This is an optimization exercise on Yosys and OpenROAD, whose aim is small area, not a production implementation.
In this exercise RTL edits were held to simulation tests only and were not proved equivalent to the original.
Power figures rest on the tool's default switching activity, not on a simulated workload.

===== config.mk =====
export PLATFORM = sky130hd
export DESIGN_NAME = regfile_32x64
export DESIGN_NICKNAME = regfile_32x64
export VERILOG_FILES = /design/flow/design.v
export SDC_FILE = /design/flow/constraint.sdc
export NUM_CORES = 4
export LEC_CHECK = 0
export CAP_MARGIN = 20
export CELL_PAD_IN_SITES_DETAIL_PLACEMENT = 1
export CORE_MARGIN = 2
export CORE_UTILIZATION = 15
export PLACE_DENSITY = 0.2
export SLEW_MARGIN = 20

===== constraint.sdc =====
create_clock -name core_clock -period 8.0 [get_ports {clk}]
set_input_delay 1.6000 -clock core_clock [delete_from_list [all_inputs] [get_ports {clk}]]
set_output_delay 1.6000 -clock core_clock [all_outputs]
set_load 0.01 [all_outputs]

===== run.sh =====
#!/bin/bash
# synth_recipe.tcl (not shown) runs the flow's synth.tcl, then flattens the netlist and writes it again
# the make line also repeats each setting of config.mk as NAME=value (left out here)
make -C /OpenROAD-flow-scripts/flow DESIGN_CONFIG=/design/flow/config.mk WORK_HOME=/design/flow/orfs CLKGATE_MAP_FILE= SYNTH_SCRIPT=/design/flow/synth_recipe.tcl finish

===== design.v =====
module regfile_32x64 #(
   parameter int unsigned DATA_W   = 64,
   parameter int unsigned NUM_REGS = 32,
   parameter int unsigned ZERO_REG = 31
) (
   input  logic              clk,
   input  logic              reset,
   input  logic              RegWrite,
   input  logic [4:0]        WriteRegister,
   input  logic [DATA_W-1:0] WriteData,
   input  logic [4:0]        ReadRegister1,
   input  logic [4:0]        ReadRegister2,
   output logic [DATA_W-1:0] ReadData1,
   output logic [DATA_W-1:0] ReadData2
);
   localparam int unsigned IDX_W = 5;
   localparam logic [IDX_W-1:0] ZERO_IDX = IDX_W'(ZERO_REG);
   logic [DATA_W-1:0] words [NUM_REGS];
   for (genvar g = 0; g < NUM_REGS; g++) begin : g_reg
      if (g == ZERO_REG) begin : g_zero
         assign words[g] = '0;
      end else begin : g_flop
         logic              we;
         logic [DATA_W-1:0] q;
         assign we = RegWrite && (WriteRegister == IDX_W'(g));
         always_ff @(posedge clk) begin
            if (reset) begin
               q <= '0;
            end else if (we) begin
               q <= WriteData;
            end
         end
         assign words[g] = q;
      end
   end
   logic [DATA_W-1:0] stored1;
   logic [DATA_W-1:0] stored2;
   assign stored1 = words[ReadRegister1];
   assign stored2 = words[ReadRegister2];
   logic wr_live;
   logic hit1;
   logic hit2;
   assign wr_live = RegWrite && !reset && (WriteRegister != ZERO_IDX);
   assign hit1    = wr_live && (WriteRegister == ReadRegister1);
   assign hit2    = wr_live && (WriteRegister == ReadRegister2);
   assign ReadData1 = hit1 ? WriteData : stored1;
   assign ReadData2 = hit2 ? WriteData : stored2;
endmodule

==> results of run 1 <==
==> through the flow <==
step,util,cells
finish,0.1918,22180
global route,0.1913,22070
CTS,0.1913,22050
detailed placement,0.1761,21520
global placement,0.1757,21510
floorplan,-,13390
==> critical path, stage by stage <==
cell             delay, ps
buf_4                  480
and3b_2                630
and3_1                 430
a2111oi_0              960
nand3_1                380
nor4_2                 850
o21ai_1                180
clkdlybuf4s50_1        520
==> final timing paths <==
kind,to,from
worst max-delay path,ReadData2[62],ReadRegister2[0]
worst min-delay path,g_reg[0].g_flop.q[50]$_SDFFE_PP0P_,g_reg[0].g_flop.q[50]$_SDFFE_PP0P_
worst max register to register,g_reg[13].g_flop.q[15]$_SDFFE_PP0P_,g_reg[13].g_flop.q[15]$_SDFFE_PP0P_
worst min register to register,g_reg[0].g_flop.q[50]$_SDFFE_PP0P_,g_reg[0].g_flop.q[50]$_SDFFE_PP0P_
==> power by group through the flow <==
stage	Sequential (mW)	Combinational, mW	Clock (mW)
floorplan	10.2	0.719	0
global placement	10.3	2.18	0
detailed placement	10.3	2.19	0
CTS	10.0	2.20	14.2
global route	10.0	2.22	14.5
finish	10.0	2.26	13.9
==> layout by cell type (no fill, tap or decap), drive strengths merged, types with 9 or more instances in the layout <==
master and count:
a32oi 11, nor3 37, nand3b 14, clkdlybuf4s50 191
nor2 118, mux2i 19, mux2 9, buf 806
a2111oi 248, a221oi 52, nor4 121, dfxtp 1984
clkinv 24, nand2b 11, nand3 297, inv 21
a31oi 12, a21oi 2111, a22oi 1182, bufinv 15
nor2b 23, nand4 240, o21ai 269, or3 20
nand2 4251, or2 16, clkbuf 477, a22o 21
and3 759, a211oi 9, diode 132
==> routing by layer <==
layer	vias up	share of wire	routed length [um]	global-route usage
li1	47010	-	-	-
met2	7370	0.45	488900	0.5155
met4	30	0.050	53950	0.1420
met3	1856	0.068	74400	0.05233
met1	64960	0.43	470100	0.4263
met5	-	0.00018	197	0
==> layout make-up <==
cell class              count  area (sq um)  share of cell area
diodes                    132         330.3            0.002689
clock buffers             477          8900             0.07245
clock inverters            52         814.5            0.006631
inverters                  10         37.54           0.0003056
multi-input cells        9946         52020              0.4235
flip-flops and latches   1984         39720              0.3233
well taps                8584         10740             0.08744
repair buffers            998         10280             0.08366
==> cells by family (layout without fill, tap and decap cells) <==
group | after synthesis | after routing | share of synthesized area
multiplexers | 28 | 28 | 0.003026
XOR/XNOR | 10 | 10 | 0.0009090
other | 0 | 132 | 0
AO/OA/AOI/OAI | 3952 | 3952 | 0.2509
buffers and inverters | 1458 | 1537 | 0.06148
flip-flops | 1984 | 1984 | 0.4122
AND/OR/NAND/NOR | 5956 | 5956 | 0.2714
==> impl.org, run 1 <==
** Run status
- Result of the run :: complete, no violations

** Finish
- After filler insertion, the fill cell instance count of the layout stands at between 70000 and 80000.
- Fin area :: 122800 sq um
- Of the cells placed in the final design, the portion with a size suffix greater than 1 is 0.1078.
- Register bank with the most flops :: g.g_flop.q
- Signed area change from the synthesized netlist to the final layout :: 27.49%
- The register with the most flip-flops in the layout has about 2000 of them.
- The largest registers in the layout are g.g_flop.q (1984).
- The final layout contains about 13000 nets.

** Pwr
- The design draws between 20 and 30 mW.
- Pwr per Cell Area :: 213.5 nW/um^2
- Of the total power, combinational logic draws 0.086.
- Of the total power, the share spent switching nets is 0.2973.
- Internal power :: about 18 mW
- Maximum ir drop on the vdd rail :: 0.1702 mV
- Static Leakage :: 40.84 nW
- Net Sw Power :: approximately 8 mW
- Of the total power, the clock network draws 0.531.
- Of the total power, registers draw 0.383.

** Detailed routing
- Total vias in the final route :: 121200
- In the routed design, unresolved DRC markers number 0.
- Antenna violation net count after detailed routing :: 0
- After detailed routing, the number of vias per cell comes to 5.464.
- First DRT Iteration DRCs :: between 15000 and 20000
- Total wirelength of the detailed-routed design :: roughly 1100000 um
- Before antenna repair, the detailed router went through 6 iterations.
- Wire length per cell :: 49.03 um

** Timing
- Final worst setup slack :: 284.1 ps
- Slew Limit Fails :: 0
- Final Hold Viols :: 0
- Hold timing on the final database bottoms out at a slack of 465.5 ps.
- Summed over all failing endpoints, the final setup total negative slack is 0 ps.
- Achievable Freq :: 0.1296 GHz
- At the pin with the least slew margin, the transition time is 1266 ps.
- Layout Skew :: 0 ps
- The worst pin sits at a relative slew slack of 0.1557.
- Setup repair after global routing missed its margin :: false
- Post-route clock period utilization :: 0.9645
- Setup violations remaining at the end of the flow were counted as 0.
- Final worst path period need :: 7716 ps

** Critical path
- Setup slack on the worst reg-to-reg path comes out at 6830 ps.
- Data required, critical path :: 6400 ps
- Critical Path End Type :: output pin
- CP Max Fanout :: 32
- For the worst flop-to-flop path, the logic depth is 2.
- The critical path in this run is classified as input port to output pin.
- The worst setup path is launched from an input port.
- STA puts the critical path data arrival time at 6120 ps.

** Placed design
- Instance area at placement :: 112800 sq um
- Summed over all nets, the half-perimeter wirelength after detailed placement is 679000 um.
- RePlAce Congestion :: about 0.87
- Prior to clock tree synthesis, the placed netlist has a worst setup slack of 333.8 ps.
- Count of input and output buffers :: roughly 210

** Synthesis
- Of all cell types, the one taking the most synthesized area is dfxtp_1.
- Dominant cell by count in the synthesized netlist :: nand2_1
- Of the post-synthesis cell area, the dominant cell type holds 0.4122.
- Synthesized area per cell :: 7.196 sq um
- Most common library cells after synthesis :: 4250 x nand2_1, 2111 x a21oi_1, 1984 x dfxtp_1
- Of the synthesized area, sequential elements account for 0.4122.
- Number of nets in the synthesized netlist :: 13470
- Number of warnings issued by yosys :: 2
- In this run, synthesis inferred 0 flip-flops with an integrated enable.
- Top post-synthesis cells by area :: dfxtp_1 41%, nand2_1 17%, a21oi_1 11%
- In this run the cell area of the synthesized design comes to 96340 sq um.
- The cell count after synthesis came out at 13390.
- Of all flip-flops after synthesis, the portion carrying an async set or reset was 0.
- For this run, the leading register cell type out of synthesis is dfxtp_1.
- Counting distinct cell types in the post-synthesis netlist gives 69.
- Number of synthesized register bits :: 1984

** Floorplan
- DIE AREA :: ~650000 sq um
- For this configuration, the core starts out at a cell density of 0.1504.
- Area of the placeable core :: 640400 sq um
- Top Ports :: between 200 and 250
- Chip Height :: 805.4 um
- The floorplan has ~290 rows.
- Die Span X :: approximately 810 um

** Clock tree
- TritonCTS clock tree :: done
- In this run, CTS created clock tree buffers numbering 299.
- Max H-tree Level :: 5
- CTS saw 1984 sinks.
- Gates resized during post-CTS repair numbered 0.
- Clock edge transition at the registers on the reported setup and hold paths :: 50 ps
- Setup bufs post-CTS :: 0
- At the later pin of the worst-skew pair, clock insertion delay measures 1020 ps.
- Number of buffers between clock root and the deepest sink :: 4
- The root buffer cell chosen for the clock tree is clkbuf_16.
- Hold buffer count at CTS :: 0

** Global route
- Vias in the first global route :: 115800
- Leftover overflow at the end of global routing :: 0
- The first global-routing pass estimated 1367000 um of wire.
- Total GRT Usage :: 0.3223
- Entering global routing, the biggest net connects 168 pins.
- The number of antenna violations at the first check in global routing came to 230.

** Min path
- The worst hold path passes through 2 cells.
- The tightest min-delay check is of the flop to flop type.

** Run
- The tool flagged a number of max-cap violations equal to 0.
==> inputs of run 2 (changes only) <==
==> design.v (replaced) <==
module regfile_aoi3 (
   input  logic [2:0] a,
   input  logic [2:0] s,
   output logic       y_n
);
   assign y_n = ~|(a & s);
endmodule
module regfile_aoi2 (
   input  logic [1:0] a,
   input  logic [1:0] s,
   output logic       y_n
);
   assign y_n = ~|(a & s);
endmodule
module regfile_hold (
   input  logic q,
   input  logic hold,
   input  logic d,
   input  logic load,
   output logic y
);
   assign y = (q & hold) | (d & load);
endmodule
module regfile_rdbit (
   input  logic [31:0] a,
   input  logic [31:0] s,
   output logic        y
);
   logic [10:0] g_n;
   for (genvar k = 0; k < 10; k++) begin : g_grp
      regfile_aoi3 u_aoi (.a(a[3*k +: 3]), .s(s[3*k +: 3]), .y_n(g_n[k]));
   end
   regfile_aoi2 u_aoi_last (.a(a[31:30]), .s(s[31:30]), .y_n(g_n[10]));
   assign y = ~&g_n;
endmodule
module regfile_32x64 #(
   parameter int unsigned DATA_W   = 64,
   parameter int unsigned NUM_REGS = 32,
   parameter int unsigned ZERO_REG = 31
) (
   input  logic              clk,
   input  logic              reset,
   input  logic              RegWrite,
   input  logic [4:0]        WriteRegister,
   input  logic [DATA_W-1:0] WriteData,
   input  logic [4:0]        ReadRegister1,
   input  logic [4:0]        ReadRegister2,
   output logic [DATA_W-1:0] ReadData1,
   output logic [DATA_W-1:0] ReadData2
);
   localparam int unsigned IDX_W = 5;
   localparam logic [IDX_W-1:0] ZERO_IDX = IDX_W'(ZERO_REG);
   logic wr_live;
   logic hit1;
   logic hit2;
   assign wr_live = RegWrite && !reset && (WriteRegister != ZERO_IDX);
   assign hit1    = wr_live && (WriteRegister == ReadRegister1);
   assign hit2    = wr_live && (WriteRegister == ReadRegister2);
   logic [DATA_W-1:0] load_data;
   assign load_data = WriteData & {DATA_W{~reset}};
   logic [DATA_W-1:0] words [NUM_REGS];
   logic [NUM_REGS-1:0] sel1;
   logic [NUM_REGS-1:0] sel2;
   for (genvar g = 0; g < NUM_REGS; g++) begin : g_reg
      if (g == ZERO_REG) begin : g_zero
         assign words[g] = WriteData;
         assign sel1[g]  = hit1;
         assign sel2[g]  = hit2;
      end else begin : g_flop
         logic              ld;
         logic              hold;
         logic [DATA_W-1:0] q;
         logic [DATA_W-1:0] q_nxt;
         assign ld   = reset || (RegWrite && (WriteRegister == IDX_W'(g)));
         assign hold = !ld;
         for (genvar b = 0; b < DATA_W; b++) begin : g_bit
            regfile_hold u_hold (.q(q[b]), .hold(hold), .d(load_data[b]), .load(ld), .y(q_nxt[b]));
         end
         always_ff @(posedge clk) begin
            q <= q_nxt;
         end
         assign words[g] = q;
         assign sel1[g]  = (ReadRegister1 == IDX_W'(g)) && !hit1;
         assign sel2[g]  = (ReadRegister2 == IDX_W'(g)) && !hit2;
      end
   end
   for (genvar b = 0; b < DATA_W; b++) begin : g_bit
      logic [31:0] col;
      for (genvar g = 0; g < NUM_REGS; g++) begin : g_col
         assign col[g] = words[g][b];
      end
      regfile_rdbit u_rd1 (.a(col), .s(sel1), .y(ReadData1[b]));
      regfile_rdbit u_rd2 (.a(col), .s(sel2), .y(ReadData2[b]));
   end
endmodule
--- a/config.mk
+++ b/config.mk
@@ -11,3 +11,4 @@
 export CORE_UTILIZATION = 15
 export PLACE_DENSITY = 0.2
 export SLEW_MARGIN = 20
+export SYNTH_HIERARCHICAL = 1
==> run 2 against run 1 <==
  * Still clean
  * Final cell count decreased by 35%
  * Non-clock buffer count down 58
  * Critical path depth grew 5
  * Wire length down 41%
  * Power grew 6.2%
  * Core utilization increased by 1.6 points
  * Largest cell class is now flip-flops and latches
==> impl.org, run 2 <==
** Critical path
- Data arrival at the endpoint of the critical path :: between 6000 and 7000 ps
- For flop-to-flop paths, the worst setup slack is between 7000 and 8000 ps.
- In this run the worst path has a maximum fanout of 38.
- For the worst setup path, the data required time is 6400 ps.
- Count of buffering cells on the critical path with inverters included :: 7
- STA classifies the critical path startpoint as an input port.
- Cell with the largest stage delay on the worst path :: clkdlybuf4s50_1
- Most Frequent Cell on Critical Path :: buf_4
- Crit path kind :: input port to output pin
- CP Cell Sequence :: clkdlybuf4s50_1 -> xor2_1 -> nor4_4 -> buf_12 -> buf_4 -> a211oi_4 -> buf_12 -> buf_4 -> a222oi_1 -> nand4_1 -> buf_4 -> or3_1 -> clkdlybuf4s50_1
- Critical Path End Type :: output pin
- Gate family responsible for the most delay along the worst path :: buffers and inverters
- In this design, the stage delay of the slowest critical-path cell is 940 ps.

** Clock tree
- The H-tree generated during clock tree synthesis spans 5 levels.
- Setup bufs post-CTS :: 0
- TritonCTS Sinks :: about 2000
- TritonCTS built the clock tree.
- In this run, post-CTS repair resized a total of 0 instances.
- Clock edge transition at the registers on the reported setup and hold paths :: 50 ps
- Hold buffer count at CTS :: 0
- Counting along the longest clock path gives a buffer depth of 4.
- For the worst-skew pair, the clock arrives at the later sink with an insertion delay of approximately 930 ps.
- Number of clock buffers inserted by TritonCTS :: 286
- The root buffer cell chosen for the clock tree is clkbuf_16.

** Placed design
- RePlAce Congestion :: 0.7549
- Summing all placed instances gives a cell area of 96210 sq um.
- Final HPWL from detailed placement :: 410000 um
- Count of input and output buffers :: 209
- Worst slack at placement :: ~120 ps

** Global route
- Entering global routing, the biggest net connects 65 pins.
- The number of global-route vias before repair is 80270.
- Number of antenna violations at the first check in global routing :: 81
- Leftover overflow at the end of global routing :: 0
- Across every metal layer, demand over resource in global routing totals 0.2383.
- First-pass GRT wire length :: ~840000 um

** Synthesis
- Area share of the largest cell type after synthesis :: 0.5188
- Number of warnings issued by yosys :: 8
- Most common library cells after synthesis :: 1984 x a22o_1, 1984 x dfxtp_1, 1280 x a222oi_1
- Number of distinct library cell variants in the gate-level netlist after synthesis :: 30
- The cell area that synthesis handed to floorplanning was 76560 sq um.
- In the synthesized netlist the dominant register cell turns out to be dfxtp_1.
- Asr flop ratio synth :: 0
- Synthesized area per cell :: 12.30 sq um
- Number of synthesized register bits :: 1984
- Number of enable flip-flop cells after synthesis :: 0
- Seq/Total Area, Yosys :: 0.5188
- Gate Count Post-Synth :: 6225
- Number of nets in the synthesized netlist :: approximately 6300
- In the post-synthesis netlist, the biggest area contributors are dfxtp_1 52%, a22o_1 23%, a222oi_1 17%.
- Largest area contributor in the netlist :: dfxtp_1

** Timing
- Clock skew on the completed layout was measured at 0 ps.
- The worst path meets setup with 128.2 ps of slack.
- Static timing analysis puts the maximum clock frequency at 0.1270 GHz.
- Headroom to the max-slew limit came out at 0.1874.
- Post-route clock period utilization :: 0.9840
- Slew Limit Fails :: 0
- Worst slew pin tran :: 1219 ps
- Setup repair after global routing missed its margin :: false
- Final setup fails :: 0
- The smallest clock period supported by the final layout is computed as 7872 ps.
- Final Hold Viols :: 0
- In the final timing run, aggregate negative setup slack is 0 ps.

** Detailed routing
- Antenna violation net count after detailed routing :: 0
- First DRT Iteration DRCs :: 13440
- After detailed routing, the total wire length is 643800 um.
- 1st-pass router iterations :: 13
- Wire length per cell :: 44.79 um
- Post-detailed-route DRC marker count :: 0
- The routed layout has 80100 vias.
- Ratio of routed vias to standard cells :: 5.572

** Finish
- The library cells used most frequently in the layout, excluding fill and tap cells, are 1984 x a22o_1, 1984 x dfxtp_1, 1280 x a222oi_1.
- The register with the most flip-flops in the layout has 1984 of them.
- Share of final-layout standard cells stronger than drive strength 1 :: 0.1945
- Register bank with the most flops :: g.g_flop.q
- Regs by FF count :: g.g_flop.q (1984)
- From synthesis to final layout, the design area changed by 37.77%.
- Number of nets in the layout :: roughly 7500
- Fin area :: about 110000 sq um
- Core utilization of the finished layout :: 0.2073
- The layout has 56320 filler cells.

** Pwr
- Maximum ir drop on the vdd rail :: 0.1413 mV
- Power spread over the standard cell area amounts to 264.2 nW/um^2.
- The design draws between 20 and 30 mW.
- Static Leakage :: 38.85 nW

** Floorplan
- Die Span X :: 718.4 um
- Chip Height :: 718.4 um
- Site Rows :: 262
- Initial core utilization :: 0.1505
- DIE AREA :: 516100 sq um
- 210 I/O pins were placed.
- After floorplanning, the core was sized to cover approximately 500000 sq um.

** Min path
- The tightest min-delay check is of the flop to flop type.

** Run
- Max-cap violations in this run came to 0.

** Run status
- The run finished with no timing, DRC or antenna violations.
## run 2: cell type report
type,count,area (sq um),area share
clock buffer,450,8696,0.08245
multi-input combinational,4189,38420,0.3643
antenna,30,75.07,0.0007118
timing repair buffer,940,9656,0.09155
sequential,1984,39720,0.3766
clock inverter,50,483.0,0.004579
tap,6732,8423,0.07986
## run 2: path summary, 6_finish.rpt
check | depth (start not counted) | from | to
setup / recovery | 13 | ReadRegister1[0] | ReadData1[52]
hold reg to reg | 1 | g_reg[6].g_flop.q[40]$_DFF_P_ | g_reg[6].g_flop.q[40]$_DFF_P_
setup reg to reg | 1 | g_reg[18].g_flop.q[28]$_DFF_P_ | g_reg[18].g_flop.q[28]$_DFF_P_
hold / removal | 1 | g_reg[6].g_flop.q[40]$_DFF_P_ | g_reg[6].g_flop.q[40]$_DFF_P_
## run 2: cell families (layout without fill, tap and decap cells)
kind of cell / count (synthesis) / after routing / share of synthesized area
AND/OR/NAND/NOR: 661 / 661 / 0.05137
XOR/XNOR: 10 / 10 / 0.001144
flip-flops: 1984 / 1984 / 0.5188
other: 0 / 30 / 0
buffers and inverters: 52 / 1440 / 0.002893
AO/OA/AOI/OAI: 3518 / 3518 / 0.4258
## run 2: metal layers
layer / GRT usage / wire, um
met5: 0 / 12
met4: 0.06648 / 19250
met3: 0.03050 / 34150
met2: 0.3976 / 302200
met1: 0.3211 / 288300
## run 2: Yosys stat by module, one instance, submodules excluded
module         flops+latches  times used  area, sq um
regfile_32x64           1984           1        41720
regfile_rdbit              0         128        23.77
regfile_aoi2               0         128        12.51
regfile_aoi3               0        1280        10.01
regfile_hold               0        1984        8.758
## run 2: report_power, final
group / internal, mW / leakage [nW] / switching (mW) / total, mW
clock: 7.57 / 4.52 / 5.37 / 12.9
combinational: 1.24 / 17.8 / 2.22 / 3.46
sequential: 10.7 / 16.5 / 0.722 / 11.5
total: 19.6 / 38.9 / 8.31 / 27.9
## run 2: stage by stage
stage,std cells,hold WS (ps)
after detailed placement,13840,494.9
after global routing,14350,521.5
after floorplan,6225,476.9
after CTS,14340,511.5
after global placement,13840,487.4
final,14380,511.5
==> inputs of run 3 (changes only) <==
==> flow/run.sh (new file) <==
#!/bin/bash
# Standard ORFS layout with a lighter clock tree (no dummy loads, mid-size
# clock buffers, larger sink clusters) and minimum-size port buffers that the
# repair steps resize as needed.
set -euo pipefail
export BUFFER_PORTS_ARGS="-buffer_cell sky130_fd_sc_hd__buf_1"
export CTS_ARGS="-sink_clustering_enable -repair_clock_nets -dont_use_dummy_load -buf_list {sky130_fd_sc_hd__clkbuf_4 sky130_fd_sc_hd__clkbuf_8} -sink_clustering_size 24 -sink_clustering_max_diameter 60"
bash standard.sh synth > synth.log 2>&1
bash standard.sh > layout.log 2>&1
==> standard.sh (new file) <==
#!/bin/bash
# synth_recipe.tcl (not shown) runs the flow's synth.tcl, then flattens the netlist and writes it again
# the make line also repeats each setting of config.mk as NAME=value (left out here)
make -C /OpenROAD-flow-scripts/flow DESIGN_CONFIG=/design/flow/config.mk WORK_HOME=/design/flow/orfs CLKGATE_MAP_FILE= SYNTH_SCRIPT=/design/flow/synth_recipe.tcl "${@:-finish}"
==> config.mk (replaced) <==
export PLATFORM = sky130hd
export DESIGN_NAME = regfile_32x64
export DESIGN_NICKNAME = regfile_32x64
export VERILOG_FILES = /design/flow/design.v
export SDC_FILE = /design/flow/constraint.sdc
export NUM_CORES = 4
export LEC_CHECK = 0
export CAP_MARGIN = 5
export CELL_PAD_IN_SITES_DETAIL_PLACEMENT = 1
export CORE_MARGIN = 2
export CORE_UTILIZATION = 20
export PLACE_DENSITY = 0.25
export SLEW_MARGIN = 5
export SYNTH_HIERARCHICAL = 1
removed: run.sh
==> run 3 against run 2 <==
  * Final cell count shrank 15%
  * Clock skew unchanged
  * Critical endpoint is now ReadData1[36]
  * Largest power group is now sequential cells
  * Clock power down 41%
  * Power fell by 21%
  * Non-clock buffer count down 287
  * Sequential cell count is the same
  * Via count down 2.2%
  * Critical path type unchanged
  * Largest cell class unchanged
==> impl.org, run 3 <==
** Critical path
- Count of buffering cells on the critical path with inverters included :: 5
- STA classifies the critical path startpoint as an input port.
- The worst setup path is captured at an output pin.
- Traced cell by cell, the critical path runs through buf_1 -> xor2_1 -> nor4_4 -> buf_12 -> a21oi_4 -> buf_12 -> a222oi_1 -> nand4_1 -> buf_4 -> or3_1 -> buf_1.
- Largest stage delay on the critical path :: 820 ps
- Capturing point of the worst reg2reg path :: g_reg[0].g_flop.q[26]$_DFF_P_
- STA puts the critical path data required time at 6400 ps.
- CP Max Fanout :: 32
- Cell with the largest stage delay on the worst path :: buf_1
- Reg2Reg Launch Point :: g_reg[0].g_flop.q[26]$_DFF_P_
- The setup path with the least slack is of type input port to output pin.
- Data arrives at the worst endpoint at 5940 ps.
- In this run the register-to-register setup slack is ~7200 ps.
- R2r worst-path depth :: 1
- Gate family responsible for the most delay along the worst path :: buffers and inverters

** Synthesis
- The synthesized netlist occupies a cell area of 76560 sq um.
- Gate Count Post-Synth :: about 6200
- In the post-synthesis netlist, the biggest area contributors are dfxtp_1 52%, a22o_1 23%, a222oi_1 17%.
- Largest area contributor in the netlist :: dfxtp_1
- Asr flop ratio synth :: 0
- Synthesis produced a netlist with a net count of roughly 6300.
- Synthesized area per cell :: 12.30 sq um
- For this run, the register share of the synthesized area comes to 0.5188.
- In this run, synthesis inferred 0 flip-flops with an integrated enable.
- During synthesis, Yosys emitted a total of 8 warnings.
- Most common library cells after synthesis :: 1984 x a22o_1, 1984 x dfxtp_1, 1280 x a222oi_1
- Area share of the largest cell type after synthesis :: 0.5188
- Counting flops and latches in the post-synthesis netlist gives 1984.
- In this run, distinct cell masters in the synthesized netlist total 30.
- The most used flip-flop cell after synthesis is dfxtp_1.

** Floorplan
- After floorplanning, the core was divided into 227 placement rows.
- The initial utilization of the core area, before any placement, comes to 0.2006.
- Die Span X :: 622.7 um
- Chip Height :: 622.7 um
- Top Ports :: 210
- Area of the placeable core :: 381700 sq um
- The die covers 387700 sq um.

** Detailed routing
- Post-detailed-route DRC marker count :: 0
- In this run the remaining antenna-violating nets after routing total 0.
- Highest routed layer :: met5
- 1st-pass router iterations :: 13
- Total wirelength of the detailed-routed design :: between 500000 and 600000 um
- In the final routed layout, each cell accounts on average for roughly 47 um.
- Total vias in the final route :: 78340
- After detailed routing, the met3 layer carries 39240 um of wire.
- First DRT Iteration DRCs :: 13470
- Ratio of routed vias to standard cells :: about 6.4
- After detailed routing, the wire length on met1 is 260400 um.
- After detailed routing, the met2 layer carries ~260000 um of wire.

** Placed design
- Once detailed placement completed, the half-perimeter wirelength came to roughly 350000 um.
- Cell Count Post-Placement :: 11860
- Count of input and output buffers :: 209
- At the end of routability-driven placement, the weighted congestion stood at between 0.7 and 0.8.
- At the placement stage, the worst setup path has a slack of 619.2 ps.

** Finish
- Number of flip-flops in the largest register :: 1984
- Highest-count cells in the layout ignoring fill and taps :: 1984 x a22o_1, 1984 x dfxtp_1, 1280 x a222oi_1
- Once layout is complete, the cells apart from fillers number 12180.
- For this run, the share of the core covered by cells in the final layout is 0.2466.
- Share of final-layout standard cells stronger than drive strength 1 :: 0.1509
- Regs by FF count :: g.g_flop.q (1984)
- The net count of the finished layout is roughly 7000.
- From synthesis to final layout, the design area changed by 22.97%.
- Counting flops per register, the top entry is g.g_flop.q.

** Clock tree
- Clock latency on the worst-skew pair, taken at its later pin, is 1070 ps.
- Gates resized, CTS repair :: 0
- The clock net in this run drives a total of 1984 sinks.
- The clock passes through at most 4 buffers.
- The number of setup buffers added after CTS is 0.
- Root cell of the clock tree :: clkbuf_8
- Number of clock buffers inserted by TritonCTS :: just under 300
- Hold buffer count at CTS :: 0
- Clock-pin slew was measured on the worst setup and hold paths at roughly 30 ps.
- The clock tree synthesis step divided the H-tree into 5 levels.
- TritonCTS built the clock tree.

** Timing
- Relative slew slack :: 0.08148
- The number of endpoints with negative hold slack in the final report came to 0.
- Across the routed clock network, the largest skew measured is 0 ps.
- Across all setup checks in the final design, the least slack found is 461.3 ps.
- Timing would allow up to ~0.13 GHz.
- For the finished layout, the period the worst path requires is roughly 7500 ps.
- Worst slew pin tran :: 1375 ps
- Post-route clock period utilization :: 0.9423
- The number of max-slew violations in the final report came to 0.
- Setup repair after global routing missed its margin :: false
- Total Neg Setup Slack :: 0 ps
- Setup violations remaining at the end of the flow were counted as 0.

** Pwr
- Pwr per Cell Area :: 234.8 nW/um^2
- The worst-case IR drop observed on VDD is between 0.1 and 0.15 mV.
- Power comes to around 22 mW.
- Static Leakage :: 34.34 nW

** Min path
- Hold Crit Endpoint :: g_reg[10].g_flop.q[23]$_DFF_P_
- In this run the most critical hold path is launched from g_reg[10].g_flop.q[23]$_DFF_P_.
- Along the worst hold path, the cell count comes to 1.
- Worst hold path type :: flop to flop

** Global route
- Total GRT Usage :: 0.2817
- Entering global routing, the biggest net connects 65 pins.
- Leftover overflow at the end of global routing :: 0
- First-pass GRT wire length :: 752300 um
- The number of antenna violations at the first check in global routing is 50.
- The number of global-route vias before repair is 77100.

** Run status
- Result of the run :: complete, no violations

** Run
- The tool flagged a number of max-cap violations equal to 0.
==> run 3: worst max path at each step <==
stage,startpoint,endpoint,slack (ps),cells after the start
finish,ReadRegister1[0],ReadData1[36],460,11
floorplan,ReadRegister2[1],ReadData2[0],1,8
CTS,ReadRegister1[0],ReadData1[36],600,11
detailed placement,ReadRegister1[0],ReadData1[6],620,10
global route,ReadRegister1[0],ReadData1[6],540,10
global placement,ReadRegister1[0],ReadData1[6],550,10
==> run 3: per-module statistics from Yosys (local to each module, per instance) <==
module / flip-flops and latches / cell area, sq um / times used / cells
regfile_rdbit: 0 / 23.77 / 128 / 4
regfile_hold: 0 / 8.758 / 1984 / 1
regfile_aoi2: 0 / 12.51 / 128 / 1
regfile_32x64: 1984 / 41720 / 1 / 2321
regfile_aoi3: 0 / 10.01 / 1280 / 1
==> run 3: cells by family (layout without fill, tap and decap cells) <==
kind of cell    count (synthesis)  in the layout  share of synthesized area
other cells                     0             22                          0
buf+inv                        52            949                   0.002893
xor+xnor                       10             10                   0.001144
flops                        1984           1984                     0.5188
compound gates               3518           3518                     0.4258
simple gates                  661            661                    0.05137
==> run 3: routing by layer <==
layer  vias up  GRT usage
met2      3956     0.4454
met3       823    0.05111
met1     42620     0.3895
met5         -          0
li1      30940          -
met4         2    0.07967
==> run 3: per-stage QoR <==
step                hold slack, ps  cell area, sq um
finish                       512.0             94140
floorplan                    476.9             76640
detailed placement           494.1             90010
global placement             487.4             89990
CTS                          511.1             94090
global route                 522.4             94100
==> run 3: power breakdown <==
group          internal [mW]  switching [mW]  leakage (nW)
clock                   3.27            4.28          2.13
combinational           1.02            2.08          15.7
sequential              10.7           0.717          16.5
==> run 3: final cells by class <==
type	count	area, sq um
antenna	22	55.05
clock buffer	296	4074
fill	41900	287600
multi-input combinational	4189	38390
tap	5038	6304
timing repair buffer	653	5599
sequential	1984	39720
==> inputs of run 4 (changes only) <==
--- a/design.v
+++ b/design.v
@@ -5,12 +5,12 @@
 );
    assign y_n = ~|(a & s);
 endmodule
-module regfile_aoi2 (
-   input  logic [1:0] a,
-   input  logic [1:0] s,
-   output logic       y_n
+module regfile_nand (
+   input  logic a,
+   input  logic s,
+   output logic y_n
 );
-   assign y_n = ~|(a & s);
+   assign y_n = ~(a & s);
 endmodule
 module regfile_hold (
    input  logic q,
@@ -26,11 +26,12 @@
    input  logic [31:0] s,
    output logic        y
 );
-   logic [10:0] g_n;
+   logic [11:0] g_n;
    for (genvar k = 0; k < 10; k++) begin : g_grp
       regfile_aoi3 u_aoi (.a(a[3*k +: 3]), .s(s[3*k +: 3]), .y_n(g_n[k]));
    end
-   regfile_aoi2 u_aoi_last (.a(a[31:30]), .s(s[31:30]), .y_n(g_n[10]));
+   regfile_nand u_nand30 (.a(a[30]), .s(s[30]), .y_n(g_n[10]));
+   regfile_nand u_nand31 (.a(a[31]), .s(s[31]), .y_n(g_n[11]));
    assign y = ~&g_n;
 endmodule
 module regfile_32x64 #(
@@ -56,6 +57,7 @@
    assign wr_live = RegWrite && !reset && (WriteRegister != ZERO_IDX);
    assign hit1    = wr_live && (WriteRegister == ReadRegister1);
    assign hit2    = wr_live && (WriteRegister == ReadRegister2);
+   localparam logic byp_en = 1'b1;
    logic [DATA_W-1:0] load_data;
    assign load_data = WriteData & {DATA_W{~reset}};
    logic [DATA_W-1:0] words [NUM_REGS];
@@ -69,6 +71,7 @@
       end else begin : g_flop
          logic              ld;
          logic              hold;
+         logic              wr_hit;
          logic [DATA_W-1:0] q;
          logic [DATA_W-1:0] q_nxt;
          assign ld   = reset || (RegWrite && (WriteRegister == IDX_W'(g)));
@@ -80,8 +83,9 @@
             q <= q_nxt;
          end
          assign words[g] = q;
-         assign sel1[g]  = (ReadRegister1 == IDX_W'(g)) && !hit1;
-         assign sel2[g]  = (ReadRegister2 == IDX_W'(g)) && !hit2;
+         assign wr_hit   = byp_en && RegWrite && !reset && (WriteRegister == IDX_W'(g));
+         assign sel1[g]  = (ReadRegister1 == IDX_W'(g)) && !wr_hit;
+         assign sel2[g]  = (ReadRegister2 == IDX_W'(g)) && !wr_hit;
       end
    end
    for (genvar b = 0; b < DATA_W; b++) begin : g_bit
==> flow/run.sh (replaced) <==
#!/bin/bash
# Standard ORFS layout with a lighter clock tree (no dummy loads; strong
# clock buffers in the upper tree, mid-size ones at the sink clusters) and
# minimum-size port buffers that the repair steps resize as needed.
set -euo pipefail
export BUFFER_PORTS_ARGS="-buffer_cell sky130_fd_sc_hd__buf_1"
export CTS_ARGS="-sink_clustering_enable -repair_clock_nets -dont_use_dummy_load -buf_list {sky130_fd_sc_hd__clkbuf_16} -root_buf sky130_fd_sc_hd__clkbuf_16 -sink_clustering_buffer sky130_fd_sc_hd__clkbuf_8 -sink_clustering_size 20 -sink_clustering_max_diameter 60"
bash standard.sh synth > synth.log 2>&1
bash standard.sh > layout.log 2>&1
==> config.mk (replaced) <==
export PLATFORM = sky130hd
export DESIGN_NAME = regfile_32x64
export DESIGN_NICKNAME = regfile_32x64
export VERILOG_FILES = /design/flow/design.v
export SDC_FILE = /design/flow/constraint.sdc
export NUM_CORES = 4
export LEC_CHECK = 0
export CAP_MARGIN = 12
export CELL_PAD_IN_SITES_DETAIL_PLACEMENT = 1
export CORE_MARGIN = 2
export CORE_UTILIZATION = 25
export PLACE_DENSITY = 0.35
export SLEW_MARGIN = 12
export SYNTH_HIERARCHICAL = 1
==> run 4 against run 3 <==
  * Largest cell class unchanged
  * First-iteration DRC count up 11%
  * Register-to-register slack improved by 40 ps
  * Sequential power hardly changed
  * Highest routed layer unchanged
  * Fmax increased by 3.1%
  * Clock-buffer cell count decreased by 81
  * Critical endpoint is now ReadData1[63]
  * Sequential share of layout area up 2.3 points
  * Still clean
==> impl.org, run 4 <==
** Detailed routing
- The detailed router placed 80370 vias in this run.
- For this block, the initial DRC count from the detailed router was 14950.
- Ratio of routed vias to standard cells :: 7.257
- Total wirelength of the detailed-routed design :: 526300 um
- Antenna violation net count after detailed routing :: 0
- Post-detailed-route DRC marker count :: 0
- The first detailed-routing pass took 12 iterations.
- Wire length per cell :: 47.53 um

** Timing
- Layout Skew :: 0 ps
- Total Neg Setup Slack :: 0 ps
- Setup violations remaining at the end of the flow were counted as 0.
- Measured against its own limit, the worst slew margin works out to 0.05853.
- The number of endpoints with negative hold slack in the final report came to 0.
- Worst slew pin tran :: approximately 1400 ps
- Achievable Freq :: 0.1367 GHz
- Dividing the final minimum period by the clock period gives 0.9141.
- Setup repair after global routing missed its margin :: false
- Subtracting the final worst setup slack from the clock period gives 7313 ps.
- Slew Limit Fails :: 0

** Synthesis
- For this run, the leading register cell type out of synthesis is dfxtp_1.
- The number of different library cells used by synthesis comes to 33.
- Number of nets in the synthesized netlist :: 6440
- Synthesized area per cell :: 11.97 sq um
- Seq/Total Area, Yosys :: 0.5221
- After technology mapping, the gate count stands at 6358.
- Largest area contributor in the netlist :: dfxtp_1
- After synthesis, the share of flip-flops with an asynchronous set or reset is 0.
- Number of enable flip-flop cells after synthesis :: 0
- In the synthesized netlist, the cells that appear most often are 1984 x a22o_1, 1984 x dfxtp_1, 1280 x a222oi_1.
- Counting flops and latches in the post-synthesis netlist gives 1984.
- Area share of the largest cell type after synthesis :: 0.5221
- Cell area after synthesis :: 76080 sq um
- During synthesis, Yosys emitted a total of 8 warnings.
- In the post-synthesis netlist, the biggest area contributors are dfxtp_1 52%, a22o_1 23%, a222oi_1 17%.

** Clock tree
- Post-CTS repair changed the size of 0 cells.
- Clock edge transition at the registers on the reported setup and hold paths :: 50 ps
- Hold buffer count at CTS :: 0
- At the later pin of the worst-skew pair, clock insertion delay measures around 900 ps.
- In this run the clock root is driven by a clkbuf_16.
- Once the clock tree was built, the setup fixing pass inserted 0 buffers.
- TritonCTS built the clock tree.
- The clock passes through at most 4 buffers.
- CTS built an H-tree with a depth of 4.
- TritonCTS created 215 clock buffers.
- The clock drives between 1500 and 2000 sinks.

** Pwr
- The share of total power dissipated in the clock network is 0.311.
- The share of total power dissipated in combinational logic is 0.141.
- The worst-case IR drop observed on VDD is 0.1275 mV.
- The analysis attributes to net switching a power of 6.532 mW.
- The internal power of the cells totals roughly 14 mW.
- For this design the static power due to leakage is between 30 and 40 nW.
- Part of the power in registers :: 0.548
- After layout, the design draws a total of 20.85 mW.
- Power spread over the standard cell area amounts to 233.6 nW/um^2.
- Switching part of the total :: 0.3132

** Critical path
- Cell with the largest stage delay on the worst path :: nor4_4
- The critical path goes through buf_1 -> or3b_1 -> nor3_1 -> nor4_4 -> buf_4 -> buf_4 -> a222oi_1 -> nand4_1 -> or3_1 -> buf_1.
- Startpoint class of the critical path :: input port
- Launch point of the critical path :: WriteRegister[4]
- Gate family responsible for the most delay along the worst path :: simple AND/OR/NAND/NOR gates
- CP Max Fanout :: 16
- Critical Path End Type :: output pin
- The critical path contains buffers and inverters numbering 4 combined.
- At the worst endpoint, the arrival time is about 5700 ps.
- Crit path kind :: input port to output pin
- Reg2Reg Launch Point :: g_reg[2].g_flop.q[37]$_DFF_P_
- On the worst path, the slowest cell contributes a delay of 860 ps.
- STA puts the critical path data required time at 6400 ps.

** Global route
- Largest net degree at the start of global routing :: 53
- Total GRT Usage :: 0.3239
- First-pass GRT wire length :: 701400 um
- Leftover overflow at the end of global routing :: 0
- Vias in the first global route :: 78510
- The number of antenna violations at the first check in global routing came to 50.

** Finish
- After filler insertion, the fill cell instance count of the layout stands at around 33000.
- Register bank with the most flops :: g.g_flop.q
- Relative to the synthesized area, the layout overhead comes to 17.33%.
- Regs by FF count :: g.g_flop.q (1984)
- The net count of the finished layout is 7158.
- The register with the most flip-flops in the layout has 1984 of them.
- Highest-count cells in the layout ignoring fill and taps :: 1984 x a22o_1, 1984 x dfxtp_1, 1280 x a222oi_1
- Share of final-layout standard cells stronger than drive strength 1 :: 0.1081
- For this run, the share of the core covered by cells in the final layout is 0.2948.

** Run
- # Max-Cap Violations :: 0

** Placed design
- Final HPWL from detailed placement :: roughly 300000 um
- Input and output buffers added on the ports amount to roughly 210.
- Routability-driven placement finished with a final weighted congestion of 0.8353.

** Floorplan
- Die Span X :: 555.7 um
- Top Ports :: between 200 and 250
- The floorplan has 202 rows.
- The initial utilization of the core area, before any placement, comes to 0.2513.
- Area of the placeable core :: 302800 sq um
- Chip Height :: 555.7 um
- DIE AREA :: 308800 sq um

** Min path
- Launch instance of the worst min-delay path :: g_reg[30].g_flop.q[6]$_DFF_P_
- The worst hold path belongs to the class flop to flop.

** Run status
- The run finished with no timing, DRC or antenna violations.
-- run 4: cell types whose count changed after synthesis, sizes merged, moves of 8 or more --
cell,previous run,this run
a211oi,31,0
a21oi,62,29
a22oi,128,0
nand2,14,264
nand3,144,4
nand4,263,385
nor3,2,81
nor4,2,17
xnor2,0,8
xor2,10,2
-- run 4: cells by family (layout without fill, tap and decap cells) --
family	count (synthesis)	count (layout)	share of synthesized area
AO/OA/AOI/OAI	3327	3327	0.4020
flip-flops	1984	1984	0.5221
AND/OR/NAND/NOR	988	988	0.07177
buffers and inverters	49	765	0.002993
XOR/XNOR	10	10	0.001151
other	0	22	0
-- run 4: Yosys stat by module, one instance, submodules excluded --
module / times used / flops+latches / cells inside
regfile_32x64: 1 / 1984 / 2326
regfile_aoi3: 1280 / 0 / 1
regfile_hold: 1984 / 0 / 1
regfile_nand: 256 / 0 / 1
regfile_rdbit: 128 / 0 / 4
-- run 4: path summary, 6_finish.rpt --
kind              cells past startpoint  slack, ps                            end
setup reg to reg                      1       7280  g_reg[2].g_flop.q[37]$_DFF_P_
setup / recovery                     10        690                  ReadData1[63]
hold reg to reg                       1        510  g_reg[30].g_flop.q[6]$_DFF_P_
hold / removal                        1        510  g_reg[30].g_flop.q[6]$_DFF_P_
-- run 4: metrics by stage --
stage	setup WS [ps]	area (sq um)	std cells	hold WS [ps]
floorplan	252.3	76140	6358	476.9
global placement	961.6	86000	10840	487.2
detailed placement	835.9	86010	10840	495.2
CTS	826.4	89210	11050	509.5
global route	653.8	89220	11060	523.5
finish	686.8	89260	11070	507.1
-- run 4: metal layers --
layer  track usage  up-vias  wire length [um]
met5      0.001094        -               183
met4        0.1572       24             26630
met3       0.08348     1327             54380
met2        0.4920     5596            228600
met1        0.4245    42600            216500
li1              -    30830                 -
-- run 4: area by class of cell --
class	count	area, sq um	area share
inverters	1	3.754	0.00004205
diodes	22	55.05	0.0006168
well taps	3978	4977	0.05576
flip-flops and latches	1984	39720	0.4450
repair buffers	549	3904	0.04373
clock buffers	215	3196	0.03580
multi-input cells	4325	37410	0.4191
-- run 4: power by group through the flow --
stage / combinational, mW / clock, mW / sequential [mW]
6_report: 2.94 / 6.49 / 11.4
5_1_grt: 2.99 / 6.96 / 11.5
4_1_cts: 2.87 / 6.64 / 11.4
3_5_place_dp: 2.87 / 0 / 11.6
3_3_place_gp: 2.83 / 0 / 11.6
2_1_floorplan: 1.47 / 0 / 11.4
==> inputs of run 5 (changes only) <==
==> flow/run.sh (replaced) <==
#!/bin/bash
# Standard ORFS layout with a lighter clock tree (no dummy loads; strong
# clock buffers in the upper tree, mid-size ones at small sink clusters so
# that flip-flop clock slews stay low) and minimum-size port buffers that the
# repair steps resize as needed.
set -euo pipefail
export BUFFER_PORTS_ARGS="-buffer_cell sky130_fd_sc_hd__buf_1"
export CTS_ARGS="-sink_clustering_enable -repair_clock_nets -dont_use_dummy_load -buf_list {sky130_fd_sc_hd__clkbuf_16} -root_buf sky130_fd_sc_hd__clkbuf_16 -sink_clustering_buffer sky130_fd_sc_hd__clkbuf_8 -sink_clustering_size 12 -sink_clustering_max_diameter 50"
bash standard.sh synth > synth.log 2>&1
bash standard.sh > layout.log 2>&1
==> config.mk (replaced) <==
export PLATFORM = sky130hd
export DESIGN_NAME = regfile_32x64
export DESIGN_NICKNAME = regfile_32x64
export VERILOG_FILES = /design/flow/design.v
export SDC_FILE = /design/flow/constraint.sdc
export NUM_CORES = 4
export LEC_CHECK = 0
export CAP_MARGIN = 20
export CELL_PAD_IN_SITES_DETAIL_PLACEMENT = 1
export CELL_PAD_IN_SITES_GLOBAL_PLACEMENT = 1
export CORE_MARGIN = 2
export CORE_UTILIZATION = 35
export PLACE_DENSITY = 0.5
export SLEW_MARGIN = 20
export SYNTH_HIERARCHICAL = 1
==> run 5 against run 4 <==
  * Fmax hardly changed
  * Sequential share of layout area increased by 0.73 points
  * Clock skew is the same
  * First-iteration DRC count increased by 17%
  * Core utilization is 11 points higher
  * Combinational power fell by 2%
  * Critical path type unchanged
  * Largest cell class unchanged
==> impl.org, run 5 <==
** Finish
- In the final layout, the registers with the most flip-flops are g.g_flop.q (1984).
- After filler insertion, the fill cell instance count of the layout stands at between 20000 and 25000.
- g.g_flop.q holds more flip-flops than any other register.
- The multi-input combinational cells in the finished layout cover a total of 37380 sq um.
- Signed area change from the synthesized netlist to the final layout :: 15.44%
- Of the cells placed in the final design, the portion with a size suffix greater than 1 is 0.1027.
- After the last flow step, the layout net total stands at between 7000 and 8000.
- Area used by sequential logic in the layout :: 39720 sq um
- In the layout the commonest cells are 1984 x a22o_1, 1984 x dfxtp_1, 1280 x a222oi_1.
- The register with the most flip-flops in the layout has 1984 of them.

** Critical path
- For the worst setup path, the data arrival time is 5720 ps.
- CP Max Fanout :: 36
- R2r worst-path depth :: 1
- STA classifies the critical path endpoint as an output pin.
- Cell with the largest stage delay on the worst path :: nor4_1
- Count of buffering cells on the critical path with inverters included :: 3
- In this run the worst setup path begins at WriteRegister[0].
- Startpoint class of the critical path :: input port
- The critical path is of the input port to output pin type.
- Largest stage delay on the critical path :: 730 ps
- For flop-to-flop paths, the worst setup slack is around 7200 ps.
- The startpoint identified for the worst register-to-register timing path is g_reg[16].g_flop.q[10]$_DFF_P_.
- In this run the critical register-to-register path is captured at g_reg[16].g_flop.q[10]$_DFF_P_.
- Gate family responsible for the most delay along the worst path :: simple AND/OR/NAND/NOR gates
- For the worst setup path, the data required time is ~6400 ps.
- Walking the worst path, the cells encountered are buf_1 -> nand2b_1 -> nor4_1 -> nor4_4 -> buf_4 -> a222oi_1 -> nand4_1 -> or3_1 -> buf_1.
- Among the stages of the critical path, the cell type that occurs most often is buf_1.

** Global route
- The number of global-route vias before repair is 78770.
- Leftover overflow at the end of global routing :: 0
- Met3 layer usage reported by global route :: 0.1344
- The first global-routing pass estimated 664300 um of wire.
- For this run, global-route usage on met2 was measured as 0.6069.
- After global routing, the most crowded layer is met2.
- The number of antenna violations at the first check in global routing came to 37.
- M1 GR Usage :: 0.5646
- Total GRT Usage :: 0.4213
- Largest net degree at the start of global routing :: 65

** Synthesis
- Synthesis produced a netlist with a net count of between 6000 and 7000.
- Primary FF master, synth :: dfxtp_1
- The mapped netlist covers about 76000 sq um.
- Number of synthesized register bits :: 1984
- Number of warnings issued by yosys :: 8
- Counting distinct cell types in the post-synthesis netlist gives 33.
- Most common library cells after synthesis :: 1984 x a22o_1, 1984 x dfxtp_1, 1280 x a222oi_1
- The largest total area in the synthesized netlist belongs to dfxtp_1.
- Seq/Total Area, Yosys :: 0.5221
- Of the post-synthesis cell area, the dominant cell type holds 0.5221.
- By area the synthesized netlist is led by dfxtp_1 52%, a22o_1 23%, a222oi_1 17%.
- In the synthesized netlist the async set-or-reset flop fraction comes to 0.
- Synthesis handed over a netlist of 6358 instances.
- Number of enable flip-flop cells after synthesis :: 0
- Synthesized area per cell :: 11.97 sq um

** Clock tree
- Counting every sink on the clock net gives about 2000.
- CTS placed an instance of clkbuf_16 at the clock tree root.
- TritonCTS clock tree :: done
- Hold buffer count at CTS :: 0
- Number of buffers between clock root and the deepest sink :: 3
- The number of clock buffers added by TritonCTS is 236.
- After clock tree synthesis, the clock-pin slew on the worst setup and hold paths is 60 ps.
- Worst-skew pair later-pin latency :: about 800 ps
- After clock tree synthesis, the setup repair step added 0 buffers.
- Gates resized, CTS repair :: 0
- Max H-tree Level :: 4

** Placed design
- Count of input and output buffers :: 209
- Routability-driven placement finished with a final weighted congestion of 0.8505.
- Summed over all nets, the half-perimeter wirelength after detailed placement is 256900 um.

** Pwr
- The share of total power dissipated in the clock network is 0.316.
- Static Leakage :: 32.65 nW
- Of the total power, the share spent switching nets is 0.3076.
- Power after layout :: 20.92 mW
- Across the VDD grid, the largest voltage drop is roughly 0.24 mV.
- Part of the power in combinational logic :: 0.137
- For this design the ratio of total power to cell area is 238.2 nW/um^2.
- The share of total power dissipated in sequential elements is 0.547.
- The internal power of the cells totals 14.48 mW.
- Net Sw Power :: 6.436 mW

** Timing
- Relative slew slack :: 0.1635
- Achievable Freq :: between 0.1 and 0.15 GHz
- Setup total negative slack on the finished layout was measured at 0 ps.
- Slew Limit Fails :: 0
- The number of endpoints with negative hold slack in the final report is 0.
- On the final layout, the worst clock skew is 0 ps.
- Worst slew pin tran :: between 1000 and 1500 ps
- Final worst path period need :: 7318 ps
- Setup violations remaining at the end of the flow were counted as 0.
- Setup repair after global routing left no endpoint under its margin.
- Post-route clock period utilization :: 0.9148

** Detailed routing
- 1st-pass router iterations :: 11
- Wire length per cell :: 49.46 um
- Ratio of routed vias to standard cells :: 8.194
- After the first detailed-routing iteration, the DRC count stood at 17440.
- Total vias in the final route :: ~81000
- Once detail routing completed, the nets flagged for antenna violations numbered 0.
- Total wirelength of the detailed-routed design :: 489400 um
- Post-detailed-route DRC marker count :: 0

** Floorplan
- The floorplan step set the die width to ~470 um.
- Site Rows :: roughly 170
- Area of the placeable core :: 216500 sq um
- Chip Height :: 470.2 um
- Initial core utilization :: 0.3514
- For this design the top-level I/O count stands at 210.
- The die covers 221100 sq um.

** Min path
- In this run the most critical hold path is launched from g_reg[30].g_flop.q[61]$_DFF_P_.
- Along the worst hold path, the cell count comes to 1.
- The worst hold path terminates at g_reg[30].g_flop.q[61]$_DFF_P_.
- Worst hold path type :: flop to flop

** Run
- # Max-Cap Violations :: 0

** Run status
- The run finished with no timing, DRC or antenna violations.
run 5: stage by stage:
stage                       util  hold slack [ps]  area, sq um  cells  worst slack (ps)
after global routing      0.4056            526.0        87820   9890             589.2
after floorplan                -            476.9        76140   6358             252.3
after detailed placement  0.3895            493.8        84330   9648             891.9
after global placement    0.3895            487.3        84330   9648              1003
after CTS                 0.4053            510.7        87770   9884             875.4
final                     0.4056            510.8        87830   9895             681.7
run 5: per-module statistics from Yosys (local to each module, per instance):
module,flip-flops and latches,cells,times used,area (sq um)
regfile_rdbit,0,4,128,25.02
regfile_nand,0,1,256,3.754
regfile_hold,0,1,1984,8.758
regfile_aoi3,0,1,1280,10.01
regfile_32x64,1984,2326,1,41730
run 5: power by group through the flow:
stage	combinational, mW	sequential (mW)	clock [mW]
after floorplan	1.47	11.4	0
after CTS	2.76	11.4	6.65
final	2.87	11.4	6.61
after global routing	2.91	11.5	7.03
after global placement	2.71	11.6	0
after detailed placement	2.76	11.6	0
run 5: worst max path at each step:
stage / cells after the start / to / slack, ps
2_1_floorplan: 6 / ReadData2[0] / 250
3_5_place_dp: 9 / ReadData2[49] / 890
6_report: 9 / ReadData1[43] / 680
4_1_cts: 9 / ReadData2[49] / 880
5_1_grt: 9 / ReadData2[44] / 590
3_3_place_gp: 9 / ReadData2[44] / 1000
run 5: per-layer routing:
layer,vias to the layer above,part of all wire
met3,1484,0.13
met4,16,0.052
met2,6593,0.41
li1,30720,-
met5,-,0.00023
met1,42270,0.40
run 5: cells by family after synthesis:
group | Yosys count | synth area share
AO/OA/AOI/OAI | 3327 | 0.4020
XOR/XNOR | 10 | 0.001151
buffers and inverters | 49 | 0.002993
flip-flops | 1984 | 0.5221
AND/OR/NAND/NOR | 988 | 0.07177
run 5: final cells by class:
class	instances	area share
Sequential cell	1984	0.4522
Multi-Input combinational cell	4325	0.4256
Timing Repair Buffer	486	0.04204
Tap cell	2854	0.04066
Clock buffer	236	0.03916
Antenna cell	9	0.0002564
Inverter	1	0.00004274
==> inputs of run 6 (changes only) <==
==> flow/run.sh (replaced) <==
#!/bin/bash
# Standard ORFS layout with a lighter clock tree (no dummy loads; strong
# clock buffers in the upper tree, mid-size ones at small sink clusters so
# that flip-flop clock slews stay low) and minimum-size port buffers that the
# repair steps resize as needed.
set -euo pipefail
export BUFFER_PORTS_ARGS="-buffer_cell sky130_fd_sc_hd__buf_1"
export CTS_ARGS="-sink_clustering_enable -repair_clock_nets -dont_use_dummy_load -buf_list {sky130_fd_sc_hd__clkbuf_16} -root_buf sky130_fd_sc_hd__clkbuf_16 -sink_clustering_buffer sky130_fd_sc_hd__clkbuf_8 -sink_clustering_size 16 -sink_clustering_max_diameter 55"
bash standard.sh synth > synth.log 2>&1
bash standard.sh > layout.log 2>&1
==> run 6 against run 5 <==
  * Fmax fell by 0.59%
  * Via count shrank 0.37%
  * Wire length down 0.34%
  * Area after synthesis is the same
  * Power decreased by 2.6%
  * Highest routed layer unchanged
  * Still clean on timing, DRC and antenna
  * Clock-buffer cell count fell by 38
  * Largest cell class unchanged
==> impl.org, run 6 <==
** Run status
- The run finished with no timing, DRC or antenna violations.

** Critical path
- STA classifies the critical path endpoint as an output pin.
- The critical path goes through buf_1 -> nand2b_1 -> nor4_1 -> nor3_2 -> buf_4 -> a222oi_1 -> nand4_1 -> or3_1 -> buf_1.
- The number of cells on the worst reg-to-reg path is 1.
- Gate family responsible for the most delay along the worst path :: simple AND/OR/NAND/NOR gates
- Count of buffering cells on the critical path with inverters included :: 3
- Startpoint class of the critical path :: input port
- In this design, the critical path's most frequently occurring cell is buf_1.
- Crit path kind :: input port to output pin
- Cell with the largest stage delay on the worst path :: nor4_1
- For this run, the slowest stage of the critical path takes about 730 ps.
- Data on the critical path is required at its endpoint by 6400 ps.
- Data arrival at the endpoint of the critical path :: 5760 ps
- Capturing point of the worst reg2reg path :: g_reg[16].g_flop.q[10]$_DFF_P_
- In this run the critical register-to-register path is launched from g_reg[16].g_flop.q[10]$_DFF_P_.
- CP Max Fanout :: 33
- For flop-to-flop paths, the worst setup slack is 7230 ps.

** Floorplan
- In this run the horizontal extent of the chip is 470.2 um.
- Area of the placeable core :: 216500 sq um
- Initial core utilization :: 0.3514
- Top Ports :: 210
- The die is ~470 um tall.
- DIE AREA :: 221100 sq um
- Site Rows :: 171

** Timing
- Slew Limit Fails :: 0
- Setup repair after global routing left no endpoint under its margin.
- Worst hold slack :: 513.1 ps
- For this run, the top clock speed supported by timing is roughly 0.14 GHz.
- After routing, the total negative slack on setup checks comes to 0 ps.
- Clock skew on the completed layout was measured at 0 ps.
- Setup slack on the critical path of the routed design comes to 638.5 ps.
- Final worst path period need :: between 7000 and 8000 ps
- Relative slew slack :: 0.1291
- For the pin with the worst max-slew slack, the measured transition is 1306 ps.
- Setup violations remaining at the end of the flow were counted as 0.
- Of the available clock period, the critical path in the final layout requires 0.9202.
- The number of endpoints with negative hold slack in the final report came to 0.

** Clock tree
- The clock passes through at most 3 buffers.
- Hold buffer count at CTS :: 0
- Buffers inserted during clock tree synthesis total 198.
- After clock tree synthesis, the repair step resized 0 gates.
- The later pin in the worst-skew pair is clocked with a latency of 820 ps.
- After clock tree synthesis, the clock-pin slew on the worst setup and hold paths is 70 ps.
- Setup bufs post-CTS :: 0
- Clock tree synthesis selected as its root buffer the cell clkbuf_16.
- The clock net in this run drives a total of approximately 2000 sinks.
- The clock tree synthesis step divided the H-tree into 4 levels.
- TritonCTS clock tree :: done

** Detailed routing
- The detail route stage leaves a number of antenna-violating nets equal to 0.
- Post-detailed-route DRC marker count :: 0
- In the final routed layout, each cell accounts on average for 49.48 um.
- Ratio of routed vias to standard cells :: 8.196
- The detailed router placed 80780 vias in this run.
- Total wirelength of the detailed-routed design :: 487700 um
- After the first detailed-routing iteration, the DRC count stood at 17900.
- 1st-pass router iterations :: 12

** Finish
- Highest-count cells in the layout ignoring fill and taps :: 1984 x a22o_1, 1984 x dfxtp_1, 1280 x a222oi_1
- At the end of the flow the core is filled with cells to 0.4031.
- The register with the most flip-flops in the layout has ~2000 of them.
- Regs by FF count :: g.g_flop.q (1984)
- Number of nets in the layout :: roughly 7100
- Summing all non-filler instances in the final layout gives an area of 87280 sq um.
- The register with the most flip-flops in the final layout is g.g_flop.q.
- Of the cells placed in the final design, the portion with a size suffix greater than 1 is 0.09767.
- From synthesis to final layout, the design area changed by 14.72%.

** Synthesis
- Primary FF master, synth :: dfxtp_1
- During synthesis, Yosys emitted a total of 8 warnings.
- The portion of synthesized area spent on multiplexers is 0.
- The average instance in the mapped netlist occupies between 10 and 15 sq um.
- Xor-xnor portion of the synthesized cell area :: 0.001151
- Asr flop ratio synth :: 0
- Of all cell types, the one taking the most synthesized area is dfxtp_1.
- Synthesized-area fraction occupied by and/or/nand/nor cells :: 0.07177
- After synthesis, the largest family of logic cells by area is compound AO/OA/AOI/OAI gates.
- Cell area after synthesis :: 76080 sq um
- Number of synthesized register bits :: 1984
- Complex-gate fraction of the synthesized area :: 0.4020
- Number of enable flip-flop cells after synthesis :: 0
- The number of nets handed over by synthesis was ~6400.
- Seq/Total Area, Yosys :: 0.5221
- Top post-synthesis cells by area :: dfxtp_1 52%, a22o_1 23%, a222oi_1 17%
- Number of distinct library cell variants in the gate-level netlist after synthesis :: 33
- Counting instances in the post-synthesis netlist gives the leading cell types as 1984 x a22o_1, 1984 x dfxtp_1, 1280 x a222oi_1.
- Of the post-synthesis cell area, the dominant cell type holds 0.5221.
- Counting every instance in the synthesized netlist gives 6358.
- Of the total synthesized cell area, the portion taken by full adders, half adders and majority gates is 0.

** Run
- # Max-Cap Violations :: 0

** Global route
- The number of global-route vias before repair is 78200.
- Largest net degree at the start of global routing :: 65
- Number of antenna violations at the first check in global routing :: 46
- The first global-routing pass estimated 662500 um of wire.
- For this run, the total global-route usage over all layers was measured as 0.4203.
- Summed over all layers, the global routing overflow is 0.

** Pwr
- Maximum ir drop on the vdd rail :: 0.2073 mV
- Internal power :: roughly 14 mW
- Power spread over the standard cell area amounts to 233.6 nW/um^2.
- Clock share of power :: 0.298
- In this run the power spent charging and discharging nets is 6.307 mW.
- Of the total power, combinational logic draws 0.141.
- Of the total power, registers draw 0.561.
- For this design the static power due to leakage is 32.36 nW.
- Switching part of the total :: 0.3094

** Min path
- Counting instances, the worst hold path has a depth of 1.
- Worst hold path type :: flop to flop
- Launch instance of the worst min-delay path :: g_reg[30].g_flop.q[50]$_DFF_P_
- Hold Crit Endpoint :: g_reg[30].g_flop.q[50]$_DFF_P_

** Placed design
- Count of input and output buffers :: between 200 and 250
- Worst slack at placement :: about 900 ps
- Final HPWL from detailed placement :: 256900 um
- RePlAce Congestion :: between 0.8 and 0.9
- In this run the cell area measured after placement is approximately 84000 sq um.
## run 6: cell counts after synthesis
No cell type changed its count.
## run 6: kinds of logic after synthesis
family,count (synthesis)
AO/OA/AOI/OAI,3327
flip-flops,1984
AND/OR/NAND/NOR,988
buffers and inverters,49
XOR/XNOR,10
## run 6: worst max-delay path by stage
stage                           startpoint       endpoint  slack (ps)  depth (start not counted)
after floorplan           ReadRegister2[4]   ReadData2[0]         250                          6
after global placement    WriteRegister[0]  ReadData2[44]        1000                          9
after detailed placement  WriteRegister[1]  ReadData2[49]         890                          9
after CTS                 WriteRegister[1]  ReadData2[49]         880                          9
after global routing      WriteRegister[0]  ReadData2[19]         560                          9
final                     WriteRegister[1]  ReadData2[46]         640                          9
## run 6: metal layers
| metal | up-vias | share of wire | track usage |
|---|---|---|---|
| li1 | 30630 | - | - |
| met1 | 42140 | 0.40 | 0.5663 |
| met2 | 6503 | 0.41 | 0.6070 |
| met3 | 1484 | 0.13 | 0.1305 |
| met4 | 32 | 0.053 | 0.2006 |
| met5 | - | 0.00048 | 0.001082 |
## run 6: power by group through the flow
stage               clock, mW  sequential, mW  combinational [mW]
floorplan                   0            11.4                1.47
global placement            0            11.6                2.71
CTS                      6.13            11.4                2.76
detailed placement          0            11.6                2.76
finish                   6.08            11.4                2.87
global route             6.49            11.5                2.90
## run 6: final cells by class
class	instances	area [sq um]
fillers	23020	129200
flip-flops and latches	1984	39720
multi-input cells	4325	37380
repair buffers	485	3665
well taps	2854	3571
clock buffers	198	2917
diodes	10	25.02
inverters	1	3.754
## run 6: per-module statistics from Yosys (local to each module, per instance)
module	flops+latches	cell area (sq um)	cells
regfile_nand	0	3.754	1
regfile_32x64	1984	41730	2326
regfile_hold	0	8.758	1
regfile_aoi3	0	10.01	1
regfile_rdbit	0	25.02	4
## run 6: stage by stage
| stage | instances | total power [mW] |
|---|---|---|
| detailed placement | 9648 | 14.37 |
| global route | 9852 | 20.93 |
| finish | 9857 | 20.39 |
| global placement | 9648 | 14.29 |
| floorplan | 6358 | 12.88 |
| CTS | 9846 | 20.28 |

static timing again, ports no longer ideal:
The results above use ideal ports. As a check the final layouts listed here were re-extracted and re-timed, cells and wires unchanged.
Step 1 (the two cells are an assumption about what drives the block):
set clk [get_ports {clk}]
set_driving_cell -lib_cell sky130_fd_sc_hd__clkbuf_16 $clk
set_driving_cell -lib_cell sky130_fd_sc_hd__buf_2 [delete_from_list [all_inputs] $clk]
Step 2 times the ports against the registers' clock, not the clock port: input delays grow and output delays shrink by t, the midpoint of the rising clock arrivals with the driver on.
Slacks: no drivers / after step 1 / after step 2; pairs: no drivers / after step 1.
run | shift t [ns] | slack for setup (ns) | worst setup path after step 2 | slew at the worst register clock pin (ns)
run 1 | 1.143 | 0.284 / 0.095 / 0.095 | input to output | 0.07 / 0.07
run 2 | 1.045 | 0.128 / 0.066 / 0.066 | input to output | 0.06 / 0.06
run 3 | 1.167 | 0.461 / 0.430 / 0.430 | input to output | 0.10 / 0.10
run 4 | 0.981 | 0.687 / 0.518 / 0.518 | input to output | 0.11 / 0.11
run 5 | 0.904 | 0.682 / 0.602 / 0.602 | input to output | 0.09 / 0.09
run 6 | 0.896 | 0.639 / 0.561 / 0.561 | input to output | 0.11 / 0.11
After both steps setup and hold are still met in every run listed. The setup slack of run 1, which loses most, moves by -0.189 ns with the drivers and by -0.189 ns with both steps.
